Source: an optimization exercise on an open RTL-to-GDS flow (aim: small area, a short achievable clock period and few clock cycles per item). Production flows keep margins and buffers that such runs may drop. Only simulation tests tie the RTL to the original design; equivalence was not proved.

Design tri_setup_top, start of the top module:
module tri_setup_top (
	input  logic          clk100,
	input  logic          rst_n,
	input  logic          next_frame,
	input  logic [71:0]   vtx_data,
	input  logic          vtx_empty,
	input  logic          tri_wait,
	output logic          vtx_pop,
	output logic [125:0]  tri_data,
	output logic          tri_push
);
clock: 4.5 ns
lec_check: 0
abc_area: 1
cap_margin: 20
core_margin: 2
core_utilization: 55
setup_slack_margin: 1.6
slew_margin: 20
run.sh (not shown) runs the stock make flow with config.mk's settings and CLKGATE_MAP_FILE= SYNTH_SCRIPT=/design/flow/synth_recipe.tcl, a recipe that flattens the netlist after the stock synthesis.
Testbench counts at the start, summed over its fixed seeds: cycles 1,696, items 1,600.
Change:
--- a/flow/design.v
+++ b/flow/design.v
@@ -117,19 +117,18 @@
 	logic [CW-1:0] ytop [0:LS-1];
 	logic [CW-1:0] ndy  [0:LS-1][0:2];    
 	logic [CW+1:0] ndy3 [DS:LS-1][0:2];   
 	logic          neg  [0:LS-1][0:2];
 	logic [CW-1:0] rem  [0:LS-1][0:2];    
 	logic [NQ-1:0] nq   [0:LS-1][0:2];    
 	logic [NQ-3:0] plow [0:2];           
 	logic [3:0]    gblw [0:2];           
 	logic          nz   [0:2];           
-	logic          q10  [0:2];           
 	always_ff @(posedge clk100)
 	begin
 		xtop[0] <= h_xtop;
 		xrgt[0] <= h_xright;
 		ytop[0] <= h_ytop;
 		for (int e = 0; e < 3; e++)
 		begin
 			ndy[0][e] <= ~e_dy[e];
 			neg[0][e] <= e_neg[e];
@@ -137,19 +136,18 @@
 			nq[0][e]  <= {e_adx[e], {(NQ-CW){1'b0}}};
 		end
 	end
 	for (genvar s = DS; s < LS; s++)
 	begin : g_stage
 		localparam int K = 2 * (s - DS + 1);              
 		for (genvar e = 0; e < 3; e++)
 		begin : g_div
 			logic [1:0]    q;
-			logic          q_nz;
 			logic [CW-1:0] r_new;
 			logic [NQ-1:0] n_new;
 			logic [CW-1:0] d;
 			logic [CW+1:0] nd3;
 			logic [CW+1:0] nd3_reg;
 			assign d = ~ndy[s-1][e];
 			if (s == DS)
 			begin : g_d3
 				assign nd3_reg = ~({2'b00, d} + {1'b0, d, 1'b0});
@@ -160,19 +158,18 @@
 				assign nd3     = ndy3[s-1][e];
 				assign nd3_reg = nd3;
 			end
 			r4_step u_step (
 				.rem   (rem[s-1][e]),
 				.bin   (nq[s-1][e][NQ-1 -: 2]),
 				.nd    (ndy[s-1][e]),
 				.nd3   (nd3),
 				.q     (q),
-				.q_nz  (q_nz),
 				.r_new (r_new)
 			);
 			logic [CW-1:0] r_m;
 			for (genvar b = 0; b < CW; b++)
 			begin : g_rb
 				assign r_m[b] = (b < K) ? r_new[b] : 1'b0;
 			end
 			assign n_new[1:0] = q;
 			for (genvar b = 2; b < NQ; b++)
@@ -197,19 +194,18 @@
 					begin : g_gn
 						assign loc[b] = loc[b-1] | nq[s-1][e][b-1];
 					end
 				end
 				always_ff @(posedge clk100)
 				begin
 					plow[e] <= loc;
 					gblw[e] <= {grp[3], grp[0] | grp[1] | grp[2], grp[0] | grp[1], grp[0]};
 					nz[e]   <= ndy[s-1][e] != '1;
-					q10[e]  <= q_nz;
 				end
 			end
 			always_ff @(posedge clk100)
 			begin
 				ndy[s][e] <= ndy[s-1][e];
 				ndy3[s][e] <= nd3_reg;
 				neg[s][e] <= neg[s-1][e];
 				rem[s][e] <= r_m;
 				nq[s][e]  <= n_new;
@@ -226,22 +222,22 @@
 	logic [CW-1:0] y_mid, y_bot;
 	logic [CW-3:0] row_mid, row_end;
 	for (genvar e = 0; e < 3; e++)
 	begin : g_fin
 		logic [NQ-1:0] qv;
 		logic [NQ-1:0] low;      
 		logic [3:0]    gb;       
 		logic          s_neg;
 		assign qv = nq[LS-1][e];
-		assign gb[0] = q10[e];
+		assign gb[0] = qv[1] | qv[0];
 		for (genvar j = 1; j < 4; j++)
 		begin : g_gb
-			assign gb[j] = gblw[e][j-1] | q10[e];
+			assign gb[j] = gblw[e][j-1] | qv[1] | qv[0];
 		end
 		assign low[0] = 1'b0;
 		assign low[1] = qv[0];
 		for (genvar b = 2; b < NQ; b++)
 		begin : g_low
 			assign low[b] = plow[e][b-2] | gb[(b-2)/5];
 		end
 		assign s_neg = neg[LS-1][e] && (gb[3] || gblw[e][3]);
 		assign slope[e] = nz[e] ? {s_neg, s_neg, qv ^ ({NQ{neg[LS-1][e]}} & low)} : 24'd0;
@@ -331,30 +327,28 @@
 		assign diff[i] = eq[0][i] ^ gt[LV][i-1] ^ eq[LV][i-1];
 	end
 endmodule
 module r4_step (
 	input  logic [11:0] rem,
 	input  logic [1:0]  bin,
 	input  logic [11:0] nd,
 	input  logic [13:0] nd3,
 	output logic [1:0]  q,
-	output logic        q_nz,      
 	output logic [11:0] r_new
 );
 	logic [13:0] t;
 	logic        c1, c2, c3;
 	logic [13:0] f1, f2, f3;
 	assign t = {rem, bin};
 	sub_ge_n #(.W(14)) u1 (.a(t), .nb({2'b11, nd}),      .ge(c1), .diff(f1));
 	sub_ge_n #(.W(14)) u2 (.a(t), .nb({1'b1, nd, 1'b1}), .ge(c2), .diff(f2));
 	sub_ge_n #(.W(14)) u3 (.a(t), .nb(nd3),              .ge(c3), .diff(f3));
-	assign q    = {c2, c3 | (c1 & !c2)};
-	assign q_nz = c1;
+	assign q = {c2, c3 | (c1 & !c2)};
 	always_comb
 	begin
 		if (c3)
 			r_new = f3[11:0];
 		else if (c2)
 			r_new = f2[11:0];
 		else if (c1)
 			r_new = f1[11:0];
 		else
Result:
- final cell count drops by 0.33%
- wire length drops by 4.7%
- sequential share of layout area drops by 0.12 points
- critical path depth drops by 3
- worst hold slack degrades by 0.048 ns
- global-route usage drops by 1.4 points
Testbench counts after the change, summed over its fixed seeds: cycles 1,696, items 1,600.

[static timing again, ports no longer ideal]
How much do the figures lean on ideal ports? The routed layouts below were timed once more, with nothing changed but the port constraints. Step 1: set_driving_cell puts a clkbuf_16 on clk100 and a buf_2 on each other input, an assumption about the parent block. Step 2, shift: input delay + t, output delay - t, t = (earliest + latest rising clock arrival at the registers) / 2. This alone moves slack from input paths to output paths. Three values: ideal, step 1, step 2; two values: the first two.
run	shift t [ns]	slack for setup (ns)	hold WS [ns]
the first run	0.942	1.217 / 1.125 / 0.778	0.300 / 0.300 / 0.300
the second run	0.926	1.279 / 1.187 / 0.791	0.252 / 0.252 / 0.252
After both steps every run listed still meets setup and hold. The setup slack of the second run, which loses most, moves by -0.092 ns with the drivers and by -0.488 ns with both steps.
